Context: an optimization exercise on an open-source flow, tuned for small area and a short achievable clock period. The choices shown serve that exercise and are no tape-out recipe.
The RTL was checked by simulation tests, not by an equivalence proof against the original design.
Power is estimated from default activity; no workload was simulated.

## flow/design.v (module list and top-level ports; edited modules follow where they fit)
// module fdiv_mul: 1282 lines
module fdiv_mul #(
   parameter int unsigned FINV_LAT = 3
) (
   input  logic        clk,
   input  logic        rst,
   input  logic        in_valid,
   input  logic [31:0] x,
   input  logic [31:0] y,
   input  logic [31:0] y_inv,
   output logic        out_valid,
   output logic [31:0] q,
   output logic        dbz
);
  // ...
==> flow/flow/run.sh <==
#!/bin/bash
set -euo pipefail
cat flow/settings.mk >> config.mk
bash standard.sh > standard.log 2>&1
==> flow/flow/settings.mk <==
export SETUP_SLACK_MARGIN = 6.1
export CTS_ARGS = -sink_clustering_enable -repair_clock_nets -dont_use_dummy_load
export BUFFER_PORTS_ARGS = -buffer_cell sky130_fd_sc_hd__buf_2
==> flow/standard.sh <==
#!/bin/bash
# synth_recipe.tcl (not shown) runs the flow's synth.tcl, then flattens the netlist and writes it again
# the make line also repeats each setting of config.mk as NAME=value (left out here)
make -C /OpenROAD-flow-scripts/flow DESIGN_CONFIG=/design/flow/config.mk WORK_HOME=/design/flow/orfs CLKGATE_MAP_FILE= SYNTH_SCRIPT=/design/flow/synth_recipe.tcl "${@:-finish}"
==> flow/config.mk <==
export PLATFORM = sky130hd
export DESIGN_NAME = fdiv_mul
export DESIGN_NICKNAME = fdiv_mul
export VERILOG_FILES = /design/flow/design.v
export SDC_FILE = /design/flow/constraint.sdc
export NUM_CORES = 4
export LEC_CHECK = 0
export CAP_MARGIN = 20
export CORE_MARGIN = 2
export CORE_UTILIZATION = 40
export SLEW_MARGIN = 20
export SETUP_SLACK_MARGIN = 6.1
export CTS_ARGS = -sink_clustering_enable -repair_clock_nets -dont_use_dummy_load
export BUFFER_PORTS_ARGS = -buffer_cell sky130_fd_sc_hd__buf_2
==> flow/constraint.sdc <==
create_clock -name core_clock -period 9.0 [get_ports {clk}]
set_input_delay 1.8000 -clock core_clock [delete_from_list [all_inputs] [get_ports {clk}]]
set_output_delay 1.8000 -clock core_clock [all_outputs]
set_load 0.01 [all_outputs]
==> impl_results.md, run 1 <==
- Status: complete, no violations
- DRT met1 WL: roughly 24000 um
- Die X: 250 um
- Synth top area cells: dfxtp_1 40%, fa_1 22%, xnor2_1 9.9%
- Worst Hold Class: register to register
- Yosys top cell by area: dfxtp_1
- Vias per inst: 5.26
- Critical Path RT: approximately 7200 ps
- DR top layer: met4
- Final cell utilization of the core: ~45%
- Slowest cell delay on critical path: 350 ps
- Compound-gate portion of the synthesized area: about an eighth
- FF-to-FF setup slack: just over 6000 ps
- Clk network pwr share: between 10% and 20%
- Buffers excl. clock: between 150 and 200
- Worst Hold End: d4[5]
- Unrepaired setup endpoints after global routing: yes
- Fraction of area in multi-input gates: about half
- Gate power share: 44.6%
- Reg clk slew, reported paths: around 60 ps
- Post-route DRC: 0
- Hold Path Depth: 0
- Met3 Use GR: between 4 and 5%
- Top power group: combinational logic
- Sequential share of cell area: 35.7%
- Largest register FFs: 137
- Worst setup SP type: register
- Synthesized area per cell: 11.2 um2
==> run 2, diff against run 1 <==
--- a/flow/config.mk
+++ b/flow/config.mk
@@ -7,7 +7,8 @@
 export LEC_CHECK = 0
 export CAP_MARGIN = 20
 export CORE_MARGIN = 2
-export CORE_UTILIZATION = 40
+export CORE_UTILIZATION = 60
+export PLACE_DENSITY = 0.75
 export SLEW_MARGIN = 20
 export SETUP_SLACK_MARGIN = 6.1
 export CTS_ARGS = -sink_clustering_enable -repair_clock_nets -dont_use_dummy_load
==> run 2 against run 1 <==
Synthesized cell count unchanged. Sequential share of layout area up 0.63 points. Sequential power about the same. Clock power down 4%. Cell area down 1.7%. Highest routed layer is now met5. Die area down 33%. Hold slack worse by 5.7 ps. Fmax up 0.30%. Final cell count down 8.7%. Critical path depth up 5.
==> impl_results.md, run 2 <==
- Status: complete, no violations (unchanged)
- WP data arrival: 3320 ps (was 1060 ps)
- # H-tree levels: 2 (unchanged)
- CTS tree: yes (unchanged)
- Commonest non-fill, non-tap cells in the layout: 458 x dfxtp_1, 280 x inv_1, 274 x xnor2_1, 268 x fa_1, 249 x a22oi_1 (was 463 x dfxtp_1, 279 x inv_1, 274 x xnor2_1, 268 x fa_1, 249 x a22oi_1)
- Main synth FF type: dfxtp_1 (unchanged)
- Internal: 5490 uW (was 5510 uW)
- Asr flop ratio synth: 0% (unchanged)
- Wire length per cell: 21.3 um (was 19.9 um)
- # hold bufs at CTS: 0 (unchanged)
- Initial antenna violation count: 1 (was 0)
- Initial Util: 60.8% (was 40.3%)
- Final hold vios: 0 (unchanged)
- Top-Level Pins: 133 (unchanged)
- Clk Latency, worst-skew pair: 580 ps (was 590 ps)
- Largest registers: t1_q x137, t2_q x65 (unchanged)
- Grt total ovfl: 0 (unchanged)
- Pins Over Slew Limit: 0 (unchanged)
- Seq cells post-synth: 478 (unchanged)
- Clk network pwr share: 18.4% (was 19.3%)
- Slew HR: 49.4% (was 49.0%)
- DR iter-0 viols: 1610 (was 1170)
- Synth top area share: 39.6% (unchanged)
- Total number of vias: 16.3k (was 15.8k)
- Core ar.: 39700 um2 (was 60000 um2)
- Mapped Area: 24200 um2 (unchanged)
- Rows: 73 (was 90)
- Slowest cell delay on critical path: 790 ps (was 350 ps)
- Final wirelength: 58500 um (was 59700 um)
- Area growth from synthesis to layout: 9.70% (was 11.6%)
- Largest register FFs: 137 (unchanged)
- Synthesized area per cell: 11.2 um2 (unchanged)
- PD cells: 333 nW/um2 (was 326 nW/um2)
- Max-cap violation count: 0 (unchanged)
- Gate power share: 45.3% (was 44.6%)
- Peak supply drop: 0.187 mV (was 0.161 mV)
- First-pass GRT wire length: 91600 um (was 94800 um)
- Vias in the first global route: 17.5k (was 17.1k)
- I/O Buffers: 109 (unchanged)
- CTS Sinks: 478 (unchanged)
- Drt pass-1 iters: 7 (was 6)
- Critical Path RT: 9470 ps (was 7200 ps)
- Leak: 0.0113 uW (was 0.0114 uW)
- Vias per inst: 5.95 (was 5.26)
- Worst-margin pin slew: 758 ps (was 760 ps)
- DIE AREA: 41900 um2 (was 62400 um2)
- Setup violators final: 0 (unchanged)
- Die X: 205 um (was 250 um)
- Min Tclk post-route: 2860 ps (about the same)
- Chip height: 205 um (was 250 um)
- Sequential Power Share: 36.3% (was 36.1%)
- NetSw: 3330 uW (was 3290 uW)
- Sw Ratio: 37.7% (was 37.4%)
- Fmax: 350 MHz (was 349 MHz)
- Worst path cell trace: a22oi_1 > xnor2_1 > fa_1 > fa_1 > fa_1 > inv_1 (was buf_2)
- Number of warnings issued by yosys: 1 (unchanged)
- Distinct cells, synth: 61 (unchanged)
- Yosys top cell by area: dfxtp_1 (unchanged)
- Synth top area cells: dfxtp_1 40%, fa_1 22%, xnor2_1 9.9% (unchanged)
- Root buf cell: clkbuf_16 (unchanged)
- Gate Count Post-Synth: 2152 (unchanged)
- Post-route DRC: 0 (unchanged)
- Setup TNS Final: 0 ps (unchanged)
- Final cell utilization of the core: 66.7% (was 44.9%)
- Largest net degree at the start of global routing: 27 (unchanged)
- Largest reg by FF count: t1_q (unchanged)
- Post-synth EDFFs: 0 (unchanged)
- Syn_nets: 2588 (unchanged)
- Hpwl dp: 37700 um (was 39500 um)
- GRT Total Usage: 28.5% (was 19.4%)
- Crit-path most repeated cell: fa_1
- Fraction of layout cells with a size suffix above 1: 11.6% (was 11.7%)
- CP endpoint kind: register (was output pin)
- ANT nets after route: 0 (unchanged)
- Reg clk slew, reported paths: 60 ps (about the same)
- Most frequent cell after synthesis: dfxtp_1 (unchanged)
- Fill cells: 2997 (was 5516)
- RD Place Congestion: 0.913 (was 0.872)
- Unrepaired setup endpoints after global routing: yes (unchanged)
- Critical path's slowest cell: dfxtp_2 (was dfxtp_1)
- Clock Skews: 54.1 ps (was 43.5 ps)
- Num CTS Buffers: 47 (was 50)
- Commonest non-fill, non-tap cell in the layout: dfxtp_1 (unchanged)
- Worst Hold Class: register to register (unchanged)
- Worst setup SP type: register (unchanged)
- Most frequent cells after synthesis: 478 x dfxtp_1, 281 x inv_1, 274 x xnor2_1, 268 x fa_1, 249 x a22oi_1 (unchanged)
- CP max FO: 24 (was 1)
- Nets: 2654 (was 2659)
- Seq/Total Area, Yosys: 39.6% (unchanged)
- Worst path top cell family by delay: adder cells (was flip-flops)
- Crit path kind: register to register (was register to output pin)
- Crit share post-route: 31.7% (was 31.8%)
- Max Buffers Root-to-Sink: 3 (unchanged)
- Diodes inserted: 0 (unchanged)
- CP Buf/Inv Count: 1 (unchanged)
[run 2: path summary, 6_finish.rpt]
check	start	endpoint	slack, ps	cells after the start
setup / recovery	bone[7]	t1_q[69]	6140	6
setup reg to reg	bone[7]	t1_q[69]	6140	6
hold / removal	d3[8]	d4[8]	300	0
hold reg to reg	d3[8]	d4[8]	300	0
[run 2: stage by stage]
step	setup WS (ps)	instances	total power, uW	hold slack, ps	area (um2)
after global routing	6030	2741	9590	304	26500
final	6140	2741	8820	301	26500
after floorplan	6110	2152	5760	310	24200
after CTS	6110	2733	8850	304	26400
after global placement	5590	2683	6890	310	25100
after detailed placement	5550	2683	7120	312	25100
[run 2: logic make-up (layout without fill, tap and decap cells)]
group,count (synthesis),count (layout),synth area share [%]
flip-flops,478,478,39.6
buffers and inverters,432,496,6.77
AO/OA/AOI/OAI,419,419,12.5
adder cells (fa/ha/maj),339,339,25.9
XOR/XNOR,321,321,11.6
AND/OR/NAND/NOR,157,157,3.30
multiplexers,6,6,0.295
[run 2: metal layers]
| metal | wire length (um) | global-route usage [%] |
|---|---|---|
| met5 | 13 | 0 |
| met4 | 2770 | 13.9 |
| met3 | 6910 | 8.43 |
| met2 | 27100 | 46.4 |
| met1 | 21700 | 34.5 |
[run 2: power groups by stage]
stage / clock [uW] / sequential [uW] / combinational (uW)
3_5_place_dp: 0 / 3240 / 3880
3_3_place_gp: 0 / 3210 / 3680
5_1_grt: 1740 / 3270 / 4590
2_1_floorplan: 0 / 3140 / 2630
4_1_cts: 1660 / 3200 / 3990
6_report: 1630 / 3200 / 3990
[run 2: final cells by class]
class / instances / area, um2 / share of cell area, %
clock buffer: 47 / 1180 / 4.44
inverter: 287 / 1100 / 4.13
multi-input combinational: 1242 / 13000 / 49.1
sequential: 478 / 9620 / 36.3
tap: 525 / 657 / 2.48
timing repair buffer: 162 / 955 / 3.60
[run 2: repair_timing]
item | CTS | global route
buffers inserted | 3 | 8
resized for setup | 31 | 18
pin swaps | 0 | 2
setup endpoints to repair | 102 | 32
[run 2: worst reg2reg max path, stage by stage, from the launching register on]
cell     delay [ps]
dfxtp_2         790
a22oi_1         230
xnor2_1         230
fa_1            470
fa_1            510
fa_1            520
inv_1            40
==> run 3, diff against run 2 <==
==> flow/flow/run.sh (replaced) <==
#!/bin/bash
# The standard layout (standard.sh, with its unchanged synthesis), plus:
#  - flow/fapol.py: after synthesis, choose each full adder's polarity to drop
#    the inverters Yosys leaves between adders (registers untouched).
# The SDC (clock period, I/O delays, loads) is not touched.
set -euo pipefail
cat flow/settings.mk >> config.mk
bash standard.sh synth > synth.log 2>&1
R=orfs/results/sky130hd/fdiv_mul/base
cp $R/1_2_yosys.v $R/1_2_yosys.orig.v
python3 flow/fapol.py $R/1_2_yosys.orig.v $R/1_2_yosys.v > fapol.log 2>&1
rm -f $R/1_synth.odb $R/1_synth.sdc
bash standard.sh > standard.log 2>&1
==> flow/flow/fapol.py (new file) <==
#!/usr/bin/env python3
"""Full-adder polarity pass on a Yosys gate-level netlist (sky130hd cells).

A full adder is self-dual: FA(~a, ~b, ~c) = (~cout, ~sum). Yosys's adder
extraction often leaves an inverter on each adder-to-adder connection. This
pass picks, for each fa_* cell, whether to flip it (feed it the complements of
its inputs; its outputs then carry the complements) so that the number of
inverters needed is smallest, then rewires the netlist with at most one
inverter per signal and polarity. Registers, ports and every other cell are
kept as they are; the logic function at every register and port is unchanged.

usage: fapol.py IN.v OUT.v
"""
import re
import sys
from collections import defaultdict

src = open(sys.argv[1]).read()
m = re.search(r"^(.*?\);\n)(.*?)(^\s*sky130_fd_sc_hd__.*)(endmodule\s*)$", src, re.S | re.M)
head_ports, decls, body, tail = m.group(1), m.group(2), m.group(3), m.group(4)

inst_re = re.compile(r"^\s*(sky130_fd_sc_hd__\w+)\s+(\\\S+ |\S+)\s*\((.*?)\);\s*$", re.S | re.M)
pin_re = re.compile(r"\.(\w+)\(\s*(.*?)\s*\)(?=\s*,|\s*$)", re.S)
cells = {}
order = []
for im in inst_re.finditer(body):
    typ, name, pins = im.group(1), im.group(2), im.group(3)
    pd = {}
    for pm in pin_re.finditer(pins):
        pd[pm.group(1)] = pm.group(2).strip()
    cells[name] = [typ, pd]
    order.append(name)
# every instance must have been parsed
assert len(order) == body.count("sky130_fd_sc_hd__"), "netlist parse mismatch"

OUTS = {"Y", "X", "Q", "Q_N", "SUM", "COUT", "HI", "LO"}
is_inv = lambda t: re.search(r"__(inv|clkinv|clkinvlp)_\d+$", t) is not None
is_fa = lambda t: re.search(r"__fa_\d+$", t) is not None

ports = set()
for pm in re.finditer(r"^\s*(input|output|inout)\s+(\[\d+:\d+\]\s+)?(\S+);", head_ports + decls, re.M):
    ports.add(pm.group(3))


def base(net):
    return re.sub(r"\[\d+\]$", "", net.strip())


def is_port(net):
    return base(net) in ports or net.startswith("1'b")


driver = {}
loads = defaultdict(list)
for n in order:
    typ, pd = cells[n]
    for p, net in pd.items():
        if p in OUTS:
            driver[net] = (n, p)
        else:
            loads[net].append((n, p))

# classes: follow inverters back to a root net
root = {}


def find(net):
    if net in root:
        return root[net]
    d = driver.get(net)
    if d and is_inv(cells[d[0]][0]):
        r, par = find(cells[d[0]][1]["A"])
        root[net] = (r, par ^ 1)
    else:
        root[net] = (net, 0)
    return root[net]


allnets = set(driver) | set(loads)
members = defaultdict(list)
for net in allnets:
    r, par = find(net)
    members[r].append((net, par))

frozen = set()
for r, ms in members.items():
    if any(is_port(net) for net, _ in ms) or r not in driver:
        frozen.add(r)

fas = [n for n in order if is_fa(cells[n][0])]
flip = {f: False for f in fas}


def class_loads(r):
    """(cell, pin, parity needed) for every non-inverter load in the class."""
    out = []
    for net, par in members[r]:
        for (c, p) in loads[net]:
            if is_inv(cells[c][0]):
                continue
            out.append((c, p, par))
    return out


cl_cache = {r: class_loads(r) for r in members}


def cost(r):
    dcell, dpin = driver[r]
    dp = 1 if (dcell in flip and flip[dcell]) else 0
    for c, p, par in cl_cache[r]:
        need = par ^ (1 if (c in flip and flip[c]) else 0)
        if need != dp:
            return 1
    return 0


def touched(f):
    pd = cells[f][1]
    rs = set()
    for p in ("A", "B", "CIN", "SUM", "COUT"):
        rs.add(find(pd[p])[0])
    return rs


orig_inv = sum(1 for n in order if is_inv(cells[n][0]))
okfa = [f for f in fas if not (touched(f) & frozen)]
# simulated annealing over the flips, from a fixed seed (deterministic)
import math
import random
rng = random.Random(1)
tc = {f: touched(f) for f in okfa}
total = sum(cost(r) for r in members if r not in frozen and r in driver)
best = total
best_flip = dict(flip)
N = 200000
passes = N
for it in range(N):
    temp = 2.0 * (1 - it / N) + 0.01
    f = okfa[rng.randrange(len(okfa))]
    rs = tc[f]
    before = sum(cost(r) for r in rs)
    flip[f] = not flip[f]
    d = sum(cost(r) for r in rs) - before
    if d <= 0 or rng.random() < math.exp(-d / temp):
        total += d
        if total < best:
            best = total
            best_flip = dict(flip)
    else:
        flip[f] = not flip[f]
flip = best_flip
nflip = sum(flip.values())
# rebuild every class touched by a flipped adder
dirty = set()
for f in fas:
    if flip[f]:
        dirty |= touched(f)
new_wires = []
removed = set()
ninv_new = [0]
for r in dirty:
    assert r not in frozen
    dcell, dpin = driver[r]
    dp = 1 if (dcell in flip and flip[dcell]) else 0
    invs = []
    for net, par in members[r]:
        d = driver.get(net)
        if d and is_inv(cells[d[0]][0]):
            invs.append(d[0])
    need_other = False
    for c, p, par in cl_cache[r]:
        need = par ^ (1 if (c in flip and flip[c]) else 0)
        if need != dp:
            need_other = True
    inv_net = None
    if need_other:
        if invs:
            keep = invs[0]
            inv_net = cells[keep][1]["Y"]
            cells[keep][1]["A"] = r
            invs = invs[1:]
        else:
            ninv_new[0] += 1
            keep = f"_fapol_inv{ninv_new[0]}_"
            inv_net = f"_fapol_n{ninv_new[0]}_"
            new_wires.append(inv_net)
            cells[keep] = ["sky130_fd_sc_hd__inv_1", {"A": r, "Y": inv_net}]
            order.append(keep)
    for c in invs:
        removed.add(c)
    for c, p, par in cl_cache[r]:
        need = par ^ (1 if (c in flip and flip[c]) else 0)
        cells[c][1][p] = r if need == dp else inv_net

out_inv = sum(1 for n in order if is_inv(cells[n][0]) and n not in removed)
sys.stderr.write(f"fapol: {len(fas)} adders, {nflip} flipped in {passes} passes, inverters {orig_inv} -> {out_inv}\n")

lines = [head_ports, decls]
for w in new_wires:
    lines.append(f"  wire {w};\n")
for n in order:
    if n in removed:
        continue
    typ, pd = cells[n]
    pins = ",\n".join(f"    .{p}({net + ' ' if net.startswith(chr(92)) else net})" for p, net in pd.items())
    lines.append(f"  {typ} {n} (\n{pins}\n  );\n")
lines.append(tail)
open(sys.argv[2], "w").write("".join(lines))
--- a/flow/config.mk
+++ b/flow/config.mk
@@ -7,8 +7,7 @@
 export LEC_CHECK = 0
 export CAP_MARGIN = 20
 export CORE_MARGIN = 2
-export CORE_UTILIZATION = 60
-export PLACE_DENSITY = 0.75
+export CORE_UTILIZATION = 40
 export SLEW_MARGIN = 20
 export SETUP_SLACK_MARGIN = 6.1
 export CTS_ARGS = -sink_clustering_enable -repair_clock_nets -dont_use_dummy_load
==> run 3 against run 2 <==
Worst setup slack worse by 7.8 ps. Hold slack better by 20 ps. Global-route usage is 8.5 points lower. Critical path type unchanged. Largest cell class unchanged. Synthesized cell count is 4.6% lower. Clock power is 2% higher. Critical endpoint is now t1_q[56]. Die area is 47% higher. Still clean on timing, DRC and antenna. Largest power group unchanged. Critical path depth is 1 higher. Highest routed layer is now met4.
==> impl_results.md, run 3 <==
- Status: complete, no violations (unchanged)
- Hpwl dp: 39700 um (was 37700 um)
- CP max FO: 25 (was 24)
- Clock Skews: 29.5 ps (was 54.1 ps)
- Final hold vios: 0 (unchanged)
- Dpl ws: 5300 ps (was 5550 ps)
- Initial antenna violation count: 1 (unchanged)
- Commonest non-fill, non-tap cell in the layout: dfxtp_1 (unchanged)
- Fin area: 26600 um2 (was 26500 um2)
- RD Place Congestion: 0.851 (was 0.913)
- Max-cap violation count: 0 (unchanged)
- Top-Level Pins: 133 (unchanged)
- DIE AREA: 61400 um2 (was 41900 um2)
- Synthesized area per cell: 11.6 um2 (was 11.2 um2)
- Peak supply drop: 0.176 mV (was 0.187 mV)
- GRT Total Usage: 20.0% (was 28.5%)
- Clk Latency, worst-skew pair: 580 ps (about the same)
- Largest reg by FF count: t1_q (unchanged)
- Setup TNS Final: 0 ps (unchanged)
- Slew HR: 53.4% (was 49.4%)
- Met2 Usage GRT: 32.8% (was 46.4%)
- Total number of vias: 15.6k (was 16.3k)
- Largest net degree at the start of global routing: 27 (unchanged)
- Vias per inst: 5.37 (was 5.95)
- Critical path's slowest cell: fa_1 (was dfxtp_2)
- Final wirelength: 60300 um (was 58500 um)
- Rows: 89 (was 73)
- Max Buffers Root-to-Sink: 3 (unchanged)
- Syn_nets: 2488 (was 2588)
- Crit path kind: register to register (unchanged)
- Area growth from synthesis to layout: 11.8% (was 9.70%)
- Met3 Use GR: 4.34% (was 8.43%)
- Setup violators final: 0 (unchanged)
- Unrepaired setup endpoints after global routing: no (was yes)
- Pins Over Slew Limit: 0 (unchanged)
- Nets: 2565 (was 2654)
- CP endpoint kind: register (unchanged)
- WP data arrival: 3320 ps (about the same)
- Num CTS Buffers: 49 (was 47)
- Slowest cell delay on critical path: 580 ps (was 790 ps)
- ANT nets after route: 0 (unchanged)
- DP Area: 25100 um2 (about the same)
- First-pass GRT wire length: 93900 um (was 91600 um)
- Worst-margin pin slew: 700 ps (was 758 ps)
- Reg clk slew, reported paths: 60 ps (about the same)
- DR iter-0 viols: 1081 (was 1610)
- Worst hold slack: 321 ps (was 301 ps)
- Leak: 0.0109 uW (was 0.0113 uW)
- # H-tree levels: 2 (unchanged)
- Fraction of layout cells with a size suffix above 1: 12.7% (was 11.6%)
- Crit-path most repeated cell: fa_1 (unchanged)
- Commonest non-fill, non-tap cells in the layout: 459 x dfxtp_1, 274 x xnor2_1, 268 x fa_1, 249 x a22oi_1, 179 x inv_1 (was 458 x dfxtp_1, 280 x inv_1, 274 x xnor2_1, 268 x fa_1, 249 x a22oi_1)
- Chip height: 248 um (was 205 um)
- PD cells: 326 nW/um2 (was 333 nW/um2)
- Worst path cell trace: buf_4 > a22oi_1 > xnor2_1 > fa_1 > fa_1 > fa_1 > inv_1 (was a22oi_1 > xnor2_1 > fa_1 > fa_1 > fa_1 > inv_1)
- Diodes inserted: 0 (unchanged)
- I/O Buffers: 109 (unchanged)
- Crit share post-route: 31.8% (was 31.7%)
- Vias in the first global route: 16.7k (was 17.5k)
- Critical Path RT: 9460 ps (was 9470 ps)
- Wire length per cell: 20.8 um (was 21.3 um)
- Fmax: 349 MHz (was 350 MHz)
- Most Crowded Layer GR: met2 (unchanged)
- CTS Sinks: 478 (unchanged)
- Largest register FFs: 137 (unchanged)
- Grt total ovfl: 0 (unchanged)
- Worst Hold Class: register to register (unchanged)
- Mapped Area: 23800 um2 (was 24200 um2)
- Drt pass-1 iters: 5 (was 7)
- Grt met1 use: 25.0% (was 34.5%)
- Core ar.: 58900 um2 (was 39700 um2)
- Gate Count Post-Synth: 2052 (was 2152)
- Worst setup SP type: register (unchanged)
- Root buf cell: clkbuf_16 (unchanged)
- Die X: 248 um (was 205 um)
- Post-route DRC: 0 (unchanged)
- Largest registers: t1_q x137, t2_q x65 (unchanged)
- Number of warnings issued by yosys: 1 (unchanged)
- PnR worst setup slack: 6140 ps (about the same)
- Initial Util: 40.4% (was 60.8%)
- CTS tree: yes (unchanged)
- Final cell utilization of the core: 45.1% (was 66.7%)
- Min Tclk post-route: 2860 ps (about the same)
- Fill cells: 5437 (was 2997)
[run 3: cell types whose count changed in the layout (fill, tap and decap cells not counted), sizes merged]
cell / previous run / this run
inv: 286 / 185
buf: 162 / 171
clkinvlp: 1 / 2
clkbuf: 47 / 49
[run 3: final timing paths]
path	startpoint	slack, ps	cells after the start	endpoint
worst max register to register	d4[17]	6140	7	t1_q[56]
worst min register to register	d3[5]	320	0	d4[5]
worst min-delay path	d3[5]	320	0	d4[5]
worst max-delay path	d4[17]	6140	7	t1_q[56]
[run 3: repair_timing]
| action | in CTS | in global routing |
|---|---|---|
| gates resized for setup | 31 | 24 |
| buffers inserted | 4 | 7 |
| pin swaps | 0 | 1 |
| setup endpoints to repair | 131 | 27 |
| hold buffers | 0 | 0 |
[run 3: routing by layer]
| metal | part of all wire (%) | routed length, um |
|---|---|---|
| met4 | 4.6 | 2800 |
| met5 | 0 | 0 |
| met3 | 8.8 | 5330 |
| met1 | 40 | 24200 |
| met2 | 46 | 28000 |
[run 3: final cells by class]
| type | instances | area, um2 | area share (%) |
|---|---|---|---|
| Sequential cell | 478 | 9620 | 36.2 |
| Clock buffer | 49 | 1230 | 4.61 |
| Inverter | 187 | 727 | 2.73 |
| Multi-Input combinational cell | 1242 | 13000 | 48.9 |
| Tap cell | 773 | 967 | 3.64 |
| Timing Repair Buffer | 171 | 1030 | 3.89 |
[run 3: power by group]
| group | internal, uW | switching [uW] |
|---|---|---|
| registers | 2830 | 353 |
| clock network | 949 | 726 |
| logic | 1720 | 2090 |
| total | 5500 | 3170 |
[run 3: per-stage QoR]
step / power, uW / instances
floorplan: 5690 / 2052
global placement: 6920 / 2840
detailed placement: 7020 / 2840
CTS: 8770 / 2893
global route: 9530 / 2900
finish: 8670 / 2900
[run 3: worst max-delay path: cells and delay by family, from the launching register on]
kind | cells | cell delay, ps
AO/OA/AOI/OAI | 1 | 190
buffers and inverters | 2 | 430
flip-flops | 1 | 310
adder cells (fa/ha/maj) | 3 | 1610
XOR/XNOR | 1 | 180
==> run 4, diff against run 3 <==
--- a/flow/flow/run.sh
+++ b/flow/flow/run.sh
@@ -1,10 +1,12 @@
 #!/bin/bash
 # The standard layout (standard.sh, with its unchanged synthesis), plus:
+#  - flow/outbuf.tcl (PRE_RESIZE hook): sizes the output-port buffers up.
 #  - flow/fapol.py: after synthesis, choose each full adder's polarity to drop
 #    the inverters Yosys leaves between adders (registers untouched).
 # The SDC (clock period, I/O delays, loads) is not touched.
 set -euo pipefail
 cat flow/settings.mk >> config.mk
+echo "export PRE_RESIZE_TCL = $PWD/flow/outbuf.tcl" >> config.mk
 bash standard.sh synth > synth.log 2>&1
 R=orfs/results/sky130hd/fdiv_mul/base
 cp $R/1_2_yosys.v $R/1_2_yosys.orig.v
==> flow/flow/outbuf.tcl (new file) <==
# Size each output port's buffer up (the output paths set the period here).
set block [ord::get_db_block]
foreach bterm [$block getBTerms] {
  if {[$bterm getIoType] != "OUTPUT"} { continue }
  set net [$bterm getNet]
  foreach iterm [$net getITerms] {
    if {![$iterm isOutputSignal]} { continue }
    set inst [$iterm getInst]
    if {[string match "sky130_fd_sc_hd__buf_*" [[$inst getMaster] getName]]} {
      replace_cell [$inst getName] sky130_fd_sc_hd__buf_6
    }
  }
}
==> flow/flow/settings.mk (replaced) <==
export SETUP_SLACK_MARGIN = 6.05
export CTS_ARGS = -sink_clustering_enable -repair_clock_nets -dont_use_dummy_load
export BUFFER_PORTS_ARGS = -buffer_cell sky130_fd_sc_hd__buf_1
--- a/flow/config.mk
+++ b/flow/config.mk
@@ -9,6 +9,7 @@
 export CORE_MARGIN = 2
 export CORE_UTILIZATION = 40
 export SLEW_MARGIN = 20
-export SETUP_SLACK_MARGIN = 6.1
+export SETUP_SLACK_MARGIN = 6.05
 export CTS_ARGS = -sink_clustering_enable -repair_clock_nets -dont_use_dummy_load
-export BUFFER_PORTS_ARGS = -buffer_cell sky130_fd_sc_hd__buf_2
+export BUFFER_PORTS_ARGS = -buffer_cell sky130_fd_sc_hd__buf_1
+export PRE_RESIZE_TCL = /design/flow/flow/outbuf.tcl
==> run 4 against run 3 <==
Sequential cell count is the same. Fmax shrank 1.8%. First-iteration DRC count grew 21%. Utilization grew 0.12 points. Hold slack lost 23 ps. Highest routed layer unchanged. Largest power group unchanged. Global-route usage grew 0.17 points.
==> impl_results.md, run 4 <==
- Syn_nets: 2488 (unchanged)
- Largest net degree at the start of global routing: 27 (unchanged)
- Worst Hold Class: register to register (unchanged)
- Worst setup SP type: register (unchanged)
- Hold Startpoint: d3[6] (was d3[5])
- Hold Path Depth: 0 (unchanged)
- DIE AREA: 61400 um2 (unchanged)
- Mapped Area: 23800 um2 (unchanged)
- Drt pass-1 iters: 6 (was 5)
- Worst Hold End: d4[6] (was d4[5])
- Worst setup path startpoint: d4[17] (unchanged)
- ANT nets after route: 0 (unchanged)
- DP Area: 25200 um2 (was 25100 um2)
- Reg clk slew, reported paths: 60 ps (about the same)
- Final hold vios: 0 (unchanged)
- Unrepaired setup endpoints after global routing: no (unchanged)
- CP endpoint kind: register (unchanged)
- Nets: 2560 (was 2565)
- Number of warnings issued by yosys: 1 (unchanged)
- Status: complete, no violations (unchanged)
- Chip height: 248 um (unchanged)
- Crit share post-route: 32.4% (was 31.8%)
- Post-Place Cells: 2840 (unchanged)
- Largest reg by FF count: t1_q (unchanged)
- Vias in the first global route: 16.8k (was 16.7k)
- PD cells: 329 nW/um2 (was 326 nW/um2)
- Hpwl dp: 39400 um (was 39700 um)
- WP data arrival: 3360 ps (was 3320 ps)
- Setup violators final: 0 (unchanged)
- CTS tree: yes (unchanged)
- Area growth from synthesis to layout: 12.1% (was 11.8%)
- # hold bufs at CTS: 0 (unchanged)
- Total number of vias: 15.6k (about the same)
- FF-to-FF setup slack: 6080 ps (was 6140 ps)
- Commonest non-fill, non-tap cells in the layout: 467 x dfxtp_1, 273 x xnor2_1, 268 x fa_1, 249 x a22oi_1, 181 x inv_1 (was 459 x dfxtp_1, 274 x xnor2_1, 268 x fa_1, 249 x a22oi_1, 179 x inv_1)
- Slew HR: 60.9% (was 53.4%)
- Diodes inserted: 0 (unchanged)
- Root buf cell: clkbuf_16 (unchanged)
- Gate power share: 44.2% (was 44.0%)
- Vias per inst: 5.38 (was 5.37)
- Clk Latency, worst-skew pair: 600 ps (was 580 ps)
- Final wirelength: 60700 um (was 60300 um)
- Max Buffers Root-to-Sink: 3 (unchanged)
- Largest register FFs: 137 (unchanged)
- Clock Skews: 51.1 ps (was 29.5 ps)
- # H-tree levels: 2 (unchanged)
- Top-Level Pins: 133 (unchanged)
- Pins Over Slew Limit: 0 (unchanged)
- Grt total ovfl: 0 (unchanged)
- Post-Layout Cell Count: 2895 (was 2900)
- Gate Count Post-Synth: 2052 (unchanged)
- Num CTS Buffers: 49 (unchanged)
- CTS Sinks: 478 (unchanged)
- Worst-margin pin slew: 587 ps (was 700 ps)
- Largest registers: t1_q x137, t2_q x65 (unchanged)
- Die X: 248 um (unchanged)
- Peak supply drop: 0.181 mV (was 0.176 mV)
- I/O Buffers: 109 (unchanged)
- Fin area: 26700 um2 (was 26600 um2)
- DR iter-0 viols: 1304 (was 1081)
- Synthesized area per cell: 11.6 um2 (unchanged)
- Post-route DRC: 0 (unchanged)
- Critical Path RT: 9440 ps (was 9460 ps)
- Sequential Power Share: 36.5% (was 36.7%)
- Wire length per cell: 21.0 um (was 20.8 um)
- Max-cap violation count: 0 (unchanged)
- Crit path kind: register to register (unchanged)
- Clk network pwr share: 19.3% (about the same)
- RR Endpoint: t1_q[56] (unchanged)
- Leak: 0.0107 uW (was 0.0109 uW)
- Commonest non-fill, non-tap cell in the layout: dfxtp_1 (unchanged)
- Fill cells: 5362 (was 5437)
- Fraction of layout cells with a size suffix above 1: 8.53% (was 12.7%)
- GRT Total Usage: 20.2% (was 20.0%)
- Fmax: 343 MHz (was 349 MHz)
- RD Place Congestion: 0.859 (was 0.851)
- Core ar.: 58900 um2 (unchanged)
- Sw Ratio: 36.6% (about the same)
- Min Tclk post-route: 2920 ps (was 2860 ps)
- Internal: 5560 uW (was 5500 uW)
- FF-to-FF Start: d4[17] (unchanged)
- CP max FO: 25 (unchanged)
- Worst R2R Path Depth: 7 (unchanged)
- Rows: 89 (unchanged)
- NetSw: 3210 uW (was 3170 uW)
- First-pass GRT wire length: 94500 um (was 93900 um)
- Initial Util: 40.4% (unchanged)
- Setup TNS Final: 0 ps (unchanged)
- Initial antenna violation count: 0 (was 1)
run 4: how the worst max path moves through the flow:
| stage | endpoint | slack [ps] | cells after the start |
|---|---|---|---|
| 2_1_floorplan | t1_q[35] | 6010 | 8 |
| 3_3_place_gp | q[21] | 5550 | 8 |
| 3_5_place_dp | q[21] | 5490 | 8 |
| 4_1_cts | q[21] | 6030 | 8 |
| 5_1_grt | t1_q[56] | 6010 | 7 |
| 6_report | t1_q[56] | 6080 | 7 |
run 4: final cells by class:
cell class	count	area [um2]	share of cell area (%)
timing repair buffer	166	1110	4.18
sequential	478	9610	36.0
inverter	187	719	2.70
tap	773	967	3.63
clock buffer	49	1230	4.60
multi-input combinational	1242	13000	48.9
run 4: through the flow:
step | hold WS (ps) | power [uW] | worst slack, ps | util (%)
after floorplan | 310 | 5690 | 6010 | -
after CTS | 294 | 8870 | 6030 | 45.1
after global placement | 310 | 6880 | 5550 | 42.4
final | 298 | 8770 | 6080 | 45.3
after detailed placement | 312 | 7120 | 5490 | 42.9
after global routing | 314 | 9600 | 6010 | 45.3
run 4: power by group through the flow:
| stage | clock [uW] | combinational, uW | sequential, uW |
|---|---|---|---|
| floorplan | 0 | 2540 | 3160 |
| global placement | 0 | 3660 | 3210 |
| detailed placement | 0 | 3870 | 3250 |
| CTS | 1750 | 3920 | 3210 |
| global route | 1820 | 4510 | 3270 |
| finish | 1690 | 3880 | 3200 |
run 4: metal layers:
| layer | share of wire (%) | vias to the layer above | routed length [um] | track usage [%] |
|---|---|---|---|---|
| met1 | 40 | 7725 | 24100 | 25.1 |
| met4 | 4.5 | 0 | 2750 | 9.46 |
| met3 | 9.1 | 193 | 5520 | 4.48 |
| met5 | 0 | - | 0 | 0 |
| li1 | - | 6908 | - | - |
| met2 | 47 | 745 | 28300 | 33.3 |
run 4: what timing repair did:
item / in CTS / in global routing
pin swaps: 0 / 1
setup buffers: 3 / 3
setup endpoints to repair: 87 / 38
resized for setup: 21 / 23
run 4: critical path: stages (launching register included):
cell	delay (ps)
dfxtp_1	300
buf_4	360
a22oi_1	190
xnor2_1	190
fa_1	580
fa_1	450
fa_1	610
inv_1	70
==> run 5, diff against run 4 <==
==> flow/flow/settings.mk (replaced) <==
export SETUP_SLACK_MARGIN = 6.4
export CTS_ARGS = -sink_clustering_enable -repair_clock_nets -dont_use_dummy_load
export BUFFER_PORTS_ARGS = -buffer_cell sky130_fd_sc_hd__buf_1
--- a/flow/config.mk
+++ b/flow/config.mk
@@ -9,7 +9,7 @@
 export CORE_MARGIN = 2
 export CORE_UTILIZATION = 40
 export SLEW_MARGIN = 20
-export SETUP_SLACK_MARGIN = 6.05
+export SETUP_SLACK_MARGIN = 6.4
 export CTS_ARGS = -sink_clustering_enable -repair_clock_nets -dont_use_dummy_load
 export BUFFER_PORTS_ARGS = -buffer_cell sky130_fd_sc_hd__buf_1
 export PRE_RESIZE_TCL = /design/flow/flow/outbuf.tcl
==> run 5 against run 4 <==
Die area is the same. Final cell count grew 1.6%. Synthesized cell count is the same. First-iteration DRC count shrank 6.5%. Sequential cell count is the same. Utilization grew 2.9 points. Critical endpoint is now q[4]. Largest cell class unchanged. Highest routed layer is now met5.
==> impl_results.md, run 5 <==
- Status: complete, no violations (unchanged)
- Setup violators final: 0 (unchanged)
- # hold bufs at CTS: 0 (unchanged)
- CP endpoint kind: output pin (was register)
- Clock Skews: 43.3 ps (was 51.1 ps)
- Fmax: 352 MHz (was 343 MHz)
- Worst setup path startpoint: q[4] (was d4[17])
- Wire length per cell: 22.0 um (was 21.0 um)
- NetSw: 3290 uW (was 3210 uW)
- CTS tree: yes (unchanged)
- First-pass GRT wire length: 95500 um (was 94500 um)
- Worst-margin pin slew: 523 ps (was 587 ps)
- Fraction of layout cells with a size suffix above 1: 16.4% (was 8.53%)
- Diodes inserted: 0 (unchanged)
- CP Buf/Inv Count: 1 (was 2)
- Rows: 89 (unchanged)
- Clk Latency, worst-skew pair: 590 ps (was 600 ps)
- CP max FO: 1 (was 25)
- PnR worst setup slack: 6160 ps (was 6080 ps)
- Top-Level Pins: 133 (unchanged)
- Number of warnings issued by yosys: 1 (unchanged)
- Internal: 5730 uW (was 5560 uW)
- Fill cells: 5192 (was 5362)
- Worst Hold Class: register to register (unchanged)
- Unrepaired setup endpoints after global routing: yes (was no)
- Worst Hold End: d4[28] (was d4[6])
- Final Power: 9010 uW (was 8770 uW)
- Worst setup SP type: register (unchanged)
- DR iter-0 viols: 1219 (was 1304)
- Slowest cell delay on critical path: 350 ps (was 610 ps)
- Nets: 2606 (was 2560)
- Gate Count Post-Synth: 2052 (unchanged)
- Die X: 248 um (unchanged)
- FF-to-FF Start: bone[2] (was d4[17])
- Worst R2R Path Depth: 7 (unchanged)
- Pins Over Slew Limit: 0 (unchanged)
- GRT Total Usage: 20.4% (was 20.2%)
- RR Endpoint: t1_q[65] (was t1_q[56])
- Final hold vios: 0 (unchanged)
- Max Buffers Root-to-Sink: 3 (unchanged)
- Mapped Area: 23800 um2 (unchanged)
- Worst path cell trace: buf_6 (was buf_4 > a22oi_1 > xnor2_1 > fa_1 > fa_1 > fa_1 > inv_1)
- Hold Startpoint: d3[28] (was d3[6])
- Sequential Power Share: 35.6% (was 36.5%)
- # H-tree levels: 2 (unchanged)
- Clk network pwr share: 18.9% (was 19.3%)
- ANT nets after route: 0 (unchanged)
- Setup TNS Final: 0 ps (unchanged)
- Crit share post-route: 31.6% (was 32.4%)
- DIE AREA: 61400 um2 (unchanged)
- CTS Sinks: 478 (unchanged)
- Worst hold slack: 311 ps (was 298 ps)
- Final cell utilization of the core: 48.2% (was 45.3%)
- Max-cap violation count: 0 (unchanged)
- Chip height: 248 um (unchanged)
- Crit path kind: register to output pin (was register to register)
- Slew HR: 64.9% (was 60.9%)
- I/O Buffers: 109 (unchanged)
- Min Tclk post-route: 2840 ps (was 2920 ps)
- Dpl ws: 5490 ps (about the same)
- Largest registers: t1_q x137, t2_q x65 (unchanged)
- WP data arrival: 1040 ps (was 3360 ps)
- Post-route DRC: 0 (unchanged)
- Largest register FFs: 137 (unchanged)
- Initial Util: 40.4% (unchanged)
- Peak supply drop: 0.179 mV (was 0.181 mV)
- FF-to-FF setup slack: 6390 ps (was 6080 ps)
- Total number of vias: 16.0k (was 15.6k)
- Area growth from synthesis to layout: 19.3% (was 12.1%)
- Critical Path RT: 7200 ps (was 9440 ps)
- Largest reg by FF count: t1_q (unchanged)
- Hpwl dp: 39600 um (was 39400 um)
- Core ar.: 58900 um2 (unchanged)
- Hold Path Depth: 0 (unchanged)
- Drt pass-1 iters: 6 (unchanged)
- RD Place Congestion: 0.868 (was 0.859)
- Vias in the first global route: 16.8k (about the same)
- Sw Ratio: 36.5% (was 36.6%)
- Worst path top cell family by delay: flip-flops (was adder cells)
- Grt total ovfl: 0 (unchanged)
- Largest net degree at the start of global routing: 27 (unchanged)
- Leak: 0.0114 uW (was 0.0107 uW)
- Commonest non-fill, non-tap cells in the layout: 416 x dfxtp_1, 262 x xnor2_1, 257 x fa_1, 220 x a22oi_1, 176 x inv_1 (was 467 x dfxtp_1, 273 x xnor2_1, 268 x fa_1, 249 x a22oi_1, 181 x inv_1)
- Final wirelength: 64800 um (was 60700 um)
- Root buf cell: clkbuf_16 (unchanged)
- Synthesized area per cell: 11.6 um2 (unchanged)
- Commonest non-fill, non-tap cell in the layout: dfxtp_1 (unchanged)
- Syn_nets: 2488 (unchanged)
- Gate power share: 45.5% (was 44.2%)
- Num CTS Buffers: 50 (was 49)
- PD cells: 318 nW/um2 (was 329 nW/um2)
- Critical path's slowest cell: dfxtp_2 (was fa_1)
- Vias per inst: 5.43 (was 5.38)
- Initial antenna violation count: 1 (was 0)
- Reg clk slew, reported paths: 60 ps (about the same)
-- run 5: through the flow --
step,instances,cell area (um2)
floorplan,2052,23900
global placement,2840,25000
detailed placement,2840,25300
global route,2941,28400
finish,2941,28400
CTS,2915,27500
-- run 5: routing by layer --
metal | vias up | share of wire, % | track usage, %
met5 | - | 0.020 | 0
met4 | 2 | 5.4 | 9.70
met3 | 250 | 10 | 4.84
met2 | 878 | 46 | 33.6
met1 | 7845 | 39 | 25.3
li1 | 7002 | - | -
-- run 5: final cells by class --
class	count	area, um2	area share, %
well taps	773	967	3.41
repair buffers	211	2270	8.00
clock buffers	50	1250	4.41
multi-input cells	1242	13400	47.4
flip-flops and latches	478	9690	34.2
inverters	187	744	2.62
-- run 5: power groups by stage --
stage	Combinational [uW]	Sequential (uW)	Clock [uW]
final	4100	3210	1700
after global routing	4710	3270	1850
after CTS	4030	3210	1760
after detailed placement	3860	3240	0
after global placement	3660	3210	0
after floorplan	2550	3160	0
-- run 5: what timing repair did --
action                                  4_1_cts  5_1_grt
pin swaps                                    14       40
endpoints found under the setup margin      188       91
gates cloned                                  4        9
gates resized for setup                     194      121
buffers inserted                             21       17
-- run 5: worst max-delay path by stage --
stage / slack (ps) / end / cells past startpoint
2_1_floorplan: 6370 / t1_q[35] / 8
3_3_place_gp: 5570 / q[20] / 7
3_5_place_dp: 5490 / q[20] / 7
4_1_cts: 6120 / q[0] / 1
5_1_grt: 6120 / q[0] / 1
6_report: 6160 / q[4] / 1
==> run 6, diff against run 5 <==
==> flow/flow/settings.mk (replaced) <==
export SETUP_SLACK_MARGIN = 6.3
export CTS_ARGS = -sink_clustering_enable -repair_clock_nets -dont_use_dummy_load
export BUFFER_PORTS_ARGS = -buffer_cell sky130_fd_sc_hd__buf_1
--- a/flow/config.mk
+++ b/flow/config.mk
@@ -9,7 +9,7 @@
 export CORE_MARGIN = 2
 export CORE_UTILIZATION = 40
 export SLEW_MARGIN = 20
-export SETUP_SLACK_MARGIN = 6.4
+export SETUP_SLACK_MARGIN = 6.3
 export CTS_ARGS = -sink_clustering_enable -repair_clock_nets -dont_use_dummy_load
 export BUFFER_PORTS_ARGS = -buffer_cell sky130_fd_sc_hd__buf_1
 export PRE_RESIZE_TCL = /design/flow/flow/outbuf.tcl
==> run 6 against run 5 <==
Largest power group unchanged. Still clean on timing, DRC and antenna. Register-to-register slack worse by 70 ps. Cell area shrank 2.0%. Sequential share of layout area grew 0.66 points. Utilization shrank 0.95 points. Sequential cell count did not move. Critical endpoint is now q[2]. Clock skew fell by 15 ps.
==> impl_results.md, run 6 <==
- DP Area: 25200 um2 (was 25300 um2)
- Final hold vios: 0 (unchanged)
- Clock Skews: 28.5 ps (was 43.3 ps)
- Final Power: 8920 uW (was 9010 uW)
- Crit path kind: register to output pin (unchanged)
- Worst path top cell family by delay: flip-flops (unchanged)
- DR iter-0 viols: 1305 (was 1219)
- Max-cap violation count: 0 (unchanged)
- Gate Count Post-Synth: 2052 (unchanged)
- Largest reg by FF count: t1_q (unchanged)
- FF-to-FF setup slack: 6320 ps (was 6390 ps)
- Chip height: 248 um (unchanged)
- PD cells: 321 nW/um2 (was 318 nW/um2)
- Min Tclk post-route: 2830 ps (was 2840 ps)
- Root buf cell: clkbuf_16 (unchanged)
- FF+latch area: 9690 um2 (about the same)
- GRT Total Usage: 20.0% (was 20.4%)
- Gate power share: 45.1% (was 45.5%)
- Number of cells on the critical path: 1 (unchanged)
- ANT nets after route: 0 (unchanged)
- Largest registers: t1_q x137, t2_q x65 (unchanged)
- Worst setup SP type: register (unchanged)
- Num CTS Buffers: 49 (was 50)
- Status: complete, no violations (unchanged)
- Crit share post-route: 31.5% (was 31.6%)
- Hold Startpoint: d2[28] (was d3[28])
- Rows: 89 (unchanged)
- Mapped Area: 23800 um2 (unchanged)
- Grt total ovfl: 0 (unchanged)
- Worst R2R Path Depth: 7 (unchanged)
- Pins Over Slew Limit: 0 (unchanged)
- CP max FO: 1 (unchanged)
- Drt pass-1 iters: 6 (unchanged)
- Vias in the first global route: 16.7k (was 16.8k)
- Die X: 248 um (unchanged)
- Syn_nets: 2488 (unchanged)
- Hpwl dp: 39000 um (was 39600 um)
- Number of warnings issued by yosys: 1 (unchanged)
- Commonest non-fill, non-tap cell in the layout: dfxtp_1 (unchanged)
- Synthesized area per cell: 11.6 um2 (unchanged)
- Worst path cell trace: buf_6 (unchanged)
- Fmax: 353 MHz (was 352 MHz)
- CP Buf/Inv Count: 1 (unchanged)
- First-pass GRT wire length: 94100 um (was 95500 um)
- Peak supply drop: 0.161 mV (was 0.179 mV)
- Worst-margin pin slew: 537 ps (was 523 ps)
- Wire length per cell: 21.7 um (was 22.0 um)
- Clk network pwr share: 18.9% (about the same)
- Worst Hold End: d3[28] (was d4[28])
- CP endpoint kind: output pin (unchanged)
- Sw Ratio: 36.5% (about the same)
- Area growth from synthesis to layout: 16.9% (was 19.3%)
- Slowest cell delay on critical path: 360 ps (was 350 ps)
- Worst hold slack: 300 ps (was 311 ps)
- RD Place Congestion: 0.865 (was 0.868)
- Fraction of layout cells with a size suffix above 1: 13.4% (was 16.4%)
- Clk Latency, worst-skew pair: 590 ps (about the same)
- Worst Hold Class: register to register (unchanged)
- Multi-input gate area: 13300 um2 (was 13400 um2)
- Initial antenna violation count: 0 (was 1)
- Critical Path RT: 7200 ps (about the same)
- Reg clk slew, reported paths: 60 ps (about the same)
- Nets: 2586 (was 2606)
- Setup TNS Final: 0 ps (unchanged)
- Vias per inst: 5.46 (was 5.43)
- Initial Util: 40.4% (unchanged)
- # hold bufs at CTS: 0 (unchanged)
- Final wirelength: 63300 um (was 64800 um)
- Commonest non-fill, non-tap cells in the layout: 421 x dfxtp_1, 266 x xnor2_1, 264 x fa_1, 240 x a22oi_1, 180 x inv_1 (was 416 x dfxtp_1, 262 x xnor2_1, 257 x fa_1, 220 x a22oi_1, 176 x inv_1)
- Post-route DRC: 0 (unchanged)
- Core ar.: 58900 um2 (unchanged)
- Largest net degree at the start of global routing: 27 (unchanged)
- Critical path's slowest cell: dfxtp_2 (unchanged)
- RR Endpoint: t1_q[61] (was t1_q[65])
- Sequential Power Share: 36.1% (was 35.6%)
- Max Buffers Root-to-Sink: 3 (unchanged)
- Slew HR: 64.1% (was 64.9%)
- Top-Level Pins: 133 (unchanged)
- Setup violators final: 0 (unchanged)
- Fin area: 27800 um2 (was 28400 um2)
- DIE AREA: 61400 um2 (unchanged)
- Internal: 5660 uW (was 5730 uW)
- CTS tree: yes (unchanged)
- Largest register FFs: 137 (unchanged)
- I/O Buffers: 109 (unchanged)
- FF-to-FF Start: bneg[7] (was bone[2])
- Total number of vias: 16.0k (about the same)
- # H-tree levels: 2 (unchanged)
- NetSw: 3260 uW (was 3290 uW)
- Fill cells: 5196 (was 5192)
- CTS Sinks: 478 (unchanged)
- WP data arrival: 1030 ps (was 1040 ps)
- Unrepaired setup endpoints after global routing: yes (unchanged)
- Leak: 0.0111 uW (was 0.0114 uW)
- Hold Path Depth: 0 (unchanged)
-- run 6: worst register-to-register path: stages (launching register included) --
cell	delay (ps)
dfxtp_1	360
buf_8	220
inv_6	160
xnor2_1	210
fa_1	440
fa_1	430
fa_1	680
inv_1	70
-- run 6: metal layers --
layer  vias up  GRT usage [%]  part of all wire, %
li1       6955              -                    -
met1      7909           24.6                   39
met2       867           32.4                   46
met3       226           5.03                  9.6
met4         0           10.7                  4.9
met5         -              0                    0
-- run 6: area by class of cell --
cell class,count,area share (%)
antenna,1,0.00900
clock buffer,49,4.41
inverter,187,2.63
multi-input combinational,1242,47.6
sequential,478,34.8
tap,773,3.48
timing repair buffer,192,7.01
-- run 6: repair_timing --
action,CTS,global route
gates resized for setup,136,118
pin swaps,2,21
setup endpoints to repair,173,85
cloned,0,9
buffers inserted,10,15
-- run 6: worst max path at each step --
stage / start / endpoint
3_5_place_dp: t2_q[4] / q[21]
6_report: q[2] / q[2]
3_3_place_gp: bneg[10] / t1_q[56]
4_1_cts: q[2] / q[2]
2_1_floorplan: bneg[6] / t1_q[35]
5_1_grt: q[2] / q[2]
-- run 6: power by group through the flow --
| stage | combinational (uW) | clock [uW] | sequential [uW] |
|---|---|---|---|
| after floorplan | 2540 | 0 | 3160 |
| after global placement | 3640 | 0 | 3220 |
| final | 4020 | 1680 | 3220 |
| after global routing | 4640 | 1820 | 3280 |
| after detailed placement | 3830 | 0 | 3250 |
| after CTS | 3950 | 1740 | 3220 |
-- run 6: stage by stage --
stage               util [%]  std cells  setup slack [ps]
finish                  47.2       2922              6170
detailed placement      42.8       2838              5500
global placement        42.4       2838              5530
floorplan                  -       2052              6260
global route            47.2       2921              6130
CTS                     45.8       2897              6130
==> run 7, diff against run 6 <==
==> flow/flow/settings.mk (replaced) <==
export SETUP_SLACK_MARGIN = 6.15
export CTS_ARGS = -sink_clustering_enable -repair_clock_nets -dont_use_dummy_load
export BUFFER_PORTS_ARGS = -buffer_cell sky130_fd_sc_hd__buf_1
--- a/flow/config.mk
+++ b/flow/config.mk
@@ -9,7 +9,7 @@
 export CORE_MARGIN = 2
 export CORE_UTILIZATION = 40
 export SLEW_MARGIN = 20
-export SETUP_SLACK_MARGIN = 6.3
+export SETUP_SLACK_MARGIN = 6.15
 export CTS_ARGS = -sink_clustering_enable -repair_clock_nets -dont_use_dummy_load
 export BUFFER_PORTS_ARGS = -buffer_cell sky130_fd_sc_hd__buf_1
 export PRE_RESIZE_TCL = /design/flow/flow/outbuf.tcl
==> run 7 against run 6 <==
Still clean. Non-clock buffer count fell by 23. Cell area fell by 3.7%. Via count fell by 2.2%. Count of clock-buffer cells in the layout did not move. Sequential power barely moved. Synthesized cell count did not move. Synthesized area did not move. Critical endpoint is now q[1]. Highest routed layer unchanged.
==> impl_results.md, run 7 <==
- Status: complete, no violations (unchanged)
- WP data arrival: 1040 ps (was 1030 ps)
- Slew HR: 60.2% (was 64.1%)
- Reg clk slew, reported paths: 60 ps (about the same)
- Critical Path RT: 7200 ps (about the same)
- Hold Startpoint: d3[9] (was d2[28])
- CP max FO: 1 (unchanged)
- Worst R2R Path Depth: 7 (unchanged)
- Nets: 2563 (was 2586)
- DIE AREA: 61400 um2 (unchanged)
- Pins Over Slew Limit: 0 (unchanged)
- Rows: 89 (unchanged)
- Chip height: 248 um (unchanged)
- Grt met1 use: 24.0% (was 24.6%)
- Slowest cell delay on critical path: 350 ps (was 360 ps)
- Worst Hold Class: register to register (unchanged)
- Die X: 248 um (unchanged)
- PnR worst setup slack: 6160 ps (was 6170 ps)
- Dpl ws: 5480 ps (was 5500 ps)
- I/O Buffers: 109 (unchanged)
- Largest registers: t1_q x137, t2_q x65 (unchanged)
- Hold Path Depth: 0 (unchanged)
- Final hold vios: 0 (unchanged)
- Root buf cell: clkbuf_16 (unchanged)
- Top-Level Pins: 133 (unchanged)
- Largest reg by FF count: t1_q (unchanged)
- Fraction of layout cells with a size suffix above 1: 9.69% (was 13.4%)
- Num CTS Buffers: 49 (unchanged)
- Setup violators final: 0 (unchanged)
- Leak: 0.0107 uW (was 0.0111 uW)
- Worst setup SP type: register (unchanged)
- DP Area: 25200 um2 (about the same)
- Crit share post-route: 31.6% (was 31.5%)
- Commonest non-fill, non-tap cell in the layout: dfxtp_1 (unchanged)
- Largest net degree at the start of global routing: 27 (unchanged)
- Max-cap violation count: 0 (unchanged)
- Commonest non-fill, non-tap cells in the layout: 450 x dfxtp_1, 272 x xnor2_1, 268 x fa_1, 249 x a22oi_1, 181 x inv_1 (was 421 x dfxtp_1, 266 x xnor2_1, 264 x fa_1, 240 x a22oi_1, 180 x inv_1)
- FF-to-FF setup slack: 6170 ps (was 6320 ps)
- Worst path top cell family by delay: flip-flops (unchanged)
- Wire length per cell: 20.6 um (was 21.7 um)
- Fin area: 26800 um2 (was 27800 um2)
- Gate Count Post-Synth: 2052 (unchanged)
- Total number of vias: 15.6k (was 16.0k)
- Max Buffers Root-to-Sink: 3 (unchanged)
- Critical path's slowest cell: dfxtp_2 (unchanged)
- Synthesized area per cell: 11.6 um2 (unchanged)
- Crit path kind: register to output pin (unchanged)
- Clk Latency, worst-skew pair: 590 ps (about the same)
- Final wirelength: 59800 um (was 63300 um)
- Worst path cell trace: buf_6 (unchanged)
- Initial antenna violation count: 0 (unchanged)
- Largest register FFs: 137 (unchanged)
- Initial Util: 40.4% (unchanged)
- Diodes inserted: 0 (was 1)
- Core ar.: 58900 um2 (unchanged)
- Worst-margin pin slew: 596 ps (was 537 ps)
- Vias in the first global route: 17.0k (was 16.7k)
- Number of warnings issued by yosys: 1 (unchanged)
- Vias per inst: 5.39 (was 5.46)
- PD cells: 326 nW/um2 (was 321 nW/um2)
- CTS tree: yes (unchanged)
- FF-to-FF Start: d4[19] (was bneg[7])
- Clock Skews: 29.7 ps (was 28.5 ps)
- Syn_nets: 2488 (unchanged)
- Most Crowded Layer GR: met2 (unchanged)
- Min Tclk post-route: 2840 ps (was 2830 ps)
- # hold bufs at CTS: 0 (unchanged)
- Grt total ovfl: 0 (unchanged)
- Hpwl dp: 39300 um (was 39000 um)
- Mapped Area: 23800 um2 (unchanged)
- Area growth from synthesis to layout: 12.6% (was 16.9%)
- Unrepaired setup endpoints after global routing: yes (unchanged)
- CP Buf/Inv Count: 1 (unchanged)
- Fmax: 352 MHz (was 353 MHz)
- GRT Total Usage: 19.8% (was 20.0%)
- DR iter-0 viols: 1262 (was 1305)
- Post-route DRC: 0 (unchanged)
- Met2 Usage GRT: 32.1% (was 32.4%)
- First-pass GRT wire length: 93000 um (was 94100 um)
- Worst Hold End: d4[9] (was d3[28])
- RD Place Congestion: 0.861 (was 0.865)
- RR Endpoint: t1_q[56] (was t1_q[61])
- Met3 Use GR: 4.92% (was 5.03%)
- Peak supply drop: 0.204 mV (was 0.161 mV)
- Drt pass-1 iters: 6 (unchanged)
- Setup TNS Final: 0 ps (unchanged)
- CP endpoint kind: output pin (unchanged)
- # H-tree levels: 2 (unchanged)
- ANT nets after route: 0 (unchanged)
- CTS Sinks: 478 (unchanged)
[run 7: cell count changes in the layout (fill, tap and decap cells not counted), sizes merged]
cell    previous run  this run
buf              184       169
clkbuf            57        49
diode              1         0
[run 7: worst max-delay path by stage]
stage | slack [ps] | cells past startpoint | startpoint | to
2_1_floorplan | 6160 | 8 | bneg[3] | t1_q[56]
6_report | 6160 | 1 | q[1] | q[1]
4_1_cts | 6090 | 8 | t2_q[51] | q[21]
3_5_place_dp | 5480 | 8 | t2_q[4] | q[21]
5_1_grt | 6020 | 8 | t2_q[20] | q[21]
3_3_place_gp | 5540 | 8 | t2_q[4] | q[21]
[run 7: per-layer routing]
| metal | routed length, um | part of all wire, % |
|---|---|---|
| met1 | 23900 | 40 |
| met2 | 27600 | 46 |
| met5 | 0 | 0 |
| met3 | 5380 | 9.0 |
| met4 | 2900 | 4.9 |
[run 7: per-stage QoR]
| stage | utilization [%] | hold slack [ps] | total power, uW | std cells |
|---|---|---|---|---|
| after floorplan | - | 310 | 5690 | 2052 |
| after global routing | 45.5 | 324 | 9570 | 2898 |
| final | 45.5 | 313 | 8740 | 2898 |
| after global placement | 42.4 | 310 | 6850 | 2840 |
| after CTS | 45.2 | 309 | 8810 | 2893 |
| after detailed placement | 42.9 | 312 | 7070 | 2840 |
[run 7: where the power goes]
| group | switching (uW) | internal [uW] |
|---|---|---|
| Clock | 730 | 949 |
| Sequential | 369 | 2830 |
| Combinational | 2070 | 1790 |
| Total | 3170 | 5570 |
[run 7: final cells by class]
class	count	area [um2]
Clock buffer	49	1230
Sequential cell	478	9630
Timing Repair Buffer	169	1190
Fill cell	5343	32100
Tap cell	773	967
Inverter	187	724
Multi-Input combinational cell	1242	13100
[run 7: timing repair]
action                     in CTS  in global routing
pin swaps                       0                  2
setup buffers                   4                  5
gates resized for setup        43                 42
setup endpoints to repair     116                 60
==> run 8, diff against run 7 <==
==> flow/flow/settings.mk (replaced) <==
export SETUP_SLACK_MARGIN = 6.22
export CTS_ARGS = -sink_clustering_enable -repair_clock_nets -dont_use_dummy_load
export BUFFER_PORTS_ARGS = -buffer_cell sky130_fd_sc_hd__buf_1
--- a/flow/config.mk
+++ b/flow/config.mk
@@ -8,8 +8,9 @@
 export CAP_MARGIN = 20
 export CORE_MARGIN = 2
 export CORE_UTILIZATION = 40
+export PLACE_DENSITY = 0.7
 export SLEW_MARGIN = 20
-export SETUP_SLACK_MARGIN = 6.15
+export SETUP_SLACK_MARGIN = 6.22
 export CTS_ARGS = -sink_clustering_enable -repair_clock_nets -dont_use_dummy_load
 export BUFFER_PORTS_ARGS = -buffer_cell sky130_fd_sc_hd__buf_1
 export PRE_RESIZE_TCL = /design/flow/flow/outbuf.tcl
==> run 8 against run 7 <==
Global-route usage shrank 0.48 points. Via count is 1.2% higher. Clock power about the same. Sequential power about the same. Sequential share of layout area fell by 0.22 points. Final cell count about the same. Largest power group unchanged.
==> impl_results.md, run 8 <==
- Status: complete, no violations (unchanged)
- Chip height: 248 um (unchanged)
- First-pass GRT wire length: 91500 um (was 93000 um)
- Sw Ratio: 36.6% (was 36.3%)
- Setup TNS Final: 0 ps (unchanged)
- Clk network pwr share: 18.9% (was 19.2%)
- Largest register FFs: 137 (unchanged)
- Max-cap violation count: 0 (unchanged)
- Fraction of layout cells with a size suffix above 1: 11.2% (was 9.69%)
- DIE AREA: 61400 um2 (unchanged)
- CP Buf/Inv Count: 1 (unchanged)
- Slowest cell delay on critical path: 340 ps (was 350 ps)
- Worst setup SP type: register (unchanged)
- Leak: 0.0108 uW (was 0.0107 uW)
- Critical path's slowest cell: dfxtp_2 (unchanged)
- DP Area: 25200 um2 (about the same)
- CTS Sinks: 478 (unchanged)
- Mapped Area: 23800 um2 (unchanged)
- Slew HR: 63.8% (was 60.2%)
- Fin area: 27100 um2 (was 26800 um2)
- Vias in the first global route: 16.7k (was 17.0k)
- Worst-margin pin slew: 542 ps (was 596 ps)
- Initial antenna violation count: 2 (was 0)
- Syn_nets: 2488 (unchanged)
- Wire length per cell: 20.5 um (was 20.6 um)
- Commonest non-fill, non-tap cells in the layout: 426 x dfxtp_1, 271 x xnor2_1, 268 x fa_1, 248 x a22oi_1, 179 x inv_1 (was 450 x dfxtp_1, 272 x xnor2_1, 268 x fa_1, 249 x a22oi_1, 181 x inv_1)
- Initial Util: 40.4% (unchanged)
- CP max FO: 1 (unchanged)
- Top-Level Pins: 133 (unchanged)
- Num CTS Buffers: 48 (was 49)
- Internal: 5580 uW (was 5570 uW)
- CTS tree: yes (unchanged)
- Commonest non-fill, non-tap cell in the layout: dfxtp_1 (unchanged)
- Clk Latency, worst-skew pair: 580 ps (was 590 ps)
- Crit path kind: register to output pin (unchanged)
- Final wirelength: 59500 um (was 59800 um)
- Gate power share: 44.3% (was 44.1%)
- WP data arrival: 1030 ps (was 1040 ps)
- Rows: 89 (unchanged)
- Sequential Power Share: 36.7% (about the same)
- Final Power: 8810 uW (was 8740 uW)
- Grt total ovfl: 0 (unchanged)
- Post-route DRC: 0 (unchanged)
- Total number of vias: 15.8k (was 15.6k)
- Clock Skews: 35.6 ps (was 29.7 ps)
- # H-tree levels: 2 (unchanged)
- I/O Buffers: 109 (unchanged)
- PD cells: 325 nW/um2 (was 326 nW/um2)
- Peak supply drop: 0.218 mV (was 0.204 mV)
- Worst Hold Class: register to register (unchanged)
- Synthesized area per cell: 11.6 um2 (unchanged)
- Root buf cell: clkbuf_16 (unchanged)
- Drt pass-1 iters: 6 (unchanged)
- Largest reg by FF count: t1_q (unchanged)
- Final cell utilization of the core: 46.0% (was 45.5%)
- Hpwl dp: 38600 um (was 39300 um)
- Area growth from synthesis to layout: 13.9% (was 12.6%)
- Worst path top cell family by delay: flip-flops (unchanged)
- Max Buffers Root-to-Sink: 3 (unchanged)
- Diodes inserted: 0 (unchanged)
- Fmax: 354 MHz (was 352 MHz)
- Worst path cell trace: buf_6 (unchanged)
- Reg clk slew, reported paths: 60 ps (about the same)
- Gate Count Post-Synth: 2052 (unchanged)
- RD Place Congestion: 0.905 (was 0.861)
- Setup violators final: 0 (unchanged)
- Final hold vios: 0 (unchanged)
- GRT Total Usage: 19.3% (was 19.8%)
- Core ar.: 58900 um2 (unchanged)
- Crit share post-route: 31.4% (was 31.6%)
- Pins Over Slew Limit: 0 (unchanged)
- Worst hold slack: 305 ps (was 313 ps)
- Vias per inst: 5.45 (was 5.39)
- DR iter-0 viols: 1349 (was 1262)
- Number of warnings issued by yosys: 1 (unchanged)
- Critical Path RT: 7200 ps (about the same)
- Min Tclk post-route: 2830 ps (was 2840 ps)
- Largest net degree at the start of global routing: 27 (unchanged)
- Die X: 248 um (unchanged)
- Largest registers: t1_q x137, t2_q x65 (unchanged)
- Unrepaired setup endpoints after global routing: yes (unchanged)
- ANT nets after route: 0 (unchanged)
- Nets: 2565 (was 2563)
- NetSw: 3220 uW (was 3170 uW)
- CP endpoint kind: output pin (unchanged)
## run 8: changes by cell type in the layout (fill, tap and decap cells not counted), moves of 8 or more
cell	previous run	this run
dfxtp_4	10	18
buf_4	40	28
dfxtp_1	450	426
dfxtp_2	18	34
buf_12	0	9
## run 8: layer usage
metal	part of all wire (%)	vias up	global-route usage [%]
li1	-	6919	-
met1	39	7740	23.7
met2	46	925	31.0
met3	11	207	5.97
met4	4.5	4	8.74
met5	0.042	-	0
## run 8: final cells by class
type | instances | area (um2)
Clock buffer | 48 | 1200
Fill cell | 5227 | 31800
Inverter | 187 | 732
Multi-Input combinational cell | 1242 | 13100
Sequential cell | 478 | 9680
Tap cell | 773 | 967
Timing Repair Buffer | 172 | 1410
## run 8: worst paths after layout
| kind | end | from | slack (ps) | cells past startpoint |
|---|---|---|---|---|
| worst max-delay path | q[3] | q[3] | 6170 | 1 |
| worst min-delay path | side3[10] | side2[10] | 300 | 0 |
| worst max register to register | t1_q[69] | bneg[5] | 6250 | 7 |
| worst min register to register | side3[10] | side2[10] | 300 | 0 |
## run 8: through the flow
stage          setup slack (ps)  cells
2_1_floorplan              6200   2052
3_3_place_gp               5600   2833
4_1_cts                    6140   2890
5_1_grt                    6130   2900
6_report                   6170   2900
3_5_place_dp               5550   2834
## run 8: power groups by stage
stage	Clock, uW	Sequential (uW)	Combinational (uW)
after floorplan	0	3160	2540
after global routing	1790	3300	4480
after global placement	0	3230	3580
final	1670	3230	3900
after CTS	1710	3230	3910
after detailed placement	0	3270	3820
## run 8: timing repair
item / in CTS / in global routing
endpoints found under the setup margin: 149 / 92
setup buffers: 8 / 8
cloned: 0 / 2
pin swaps: 0 / 6
gates resized for setup: 82 / 72
hold buffers: 0 / 0

[what the ideal ports hide]
In the flow no input, the clock included, has a driving cell. The finished layouts below were timed again as built, in two steps.
Step 1, drivers: a clkbuf_16 drives clk and a buf_2 each remaining input, both assumed.
Step 2 moves the port delays by t, midway between the first and last clock arrival at a register: inputs arrive t later, outputs are due t later. That takes back most of the time a late clock gives input paths.
Three values: ideal ports, drivers, drivers and shift; two values: the first two.
run | t (ns) | setup WS [ns] | latest minus earliest clock arrival (ns)
run 1 | 0.626 | 6.136 / 6.075 / 6.173 | 0.045 / 0.044
run 2 | 0.614 | 6.144 / 6.108 / 6.144 | 0.058 / 0.058
run 3 | 0.621 | 6.137 / 6.087 / 6.137 | 0.033 / 0.033
run 4 | 0.633 | 6.085 / 6.051 / 6.085 | 0.051 / 0.051
run 5 | 0.628 | 6.157 / 6.098 / 6.387 | 0.044 / 0.044
run 6 | 0.635 | 6.166 / 6.105 / 6.321 | 0.029 / 0.029
run 7 | 0.634 | 6.157 / 6.096 / 6.167 | 0.030 / 0.030
run 8 | 0.623 | 6.174 / 6.116 / 6.251 | 0.041 / 0.041
After both steps setup and hold are still met in every run listed.
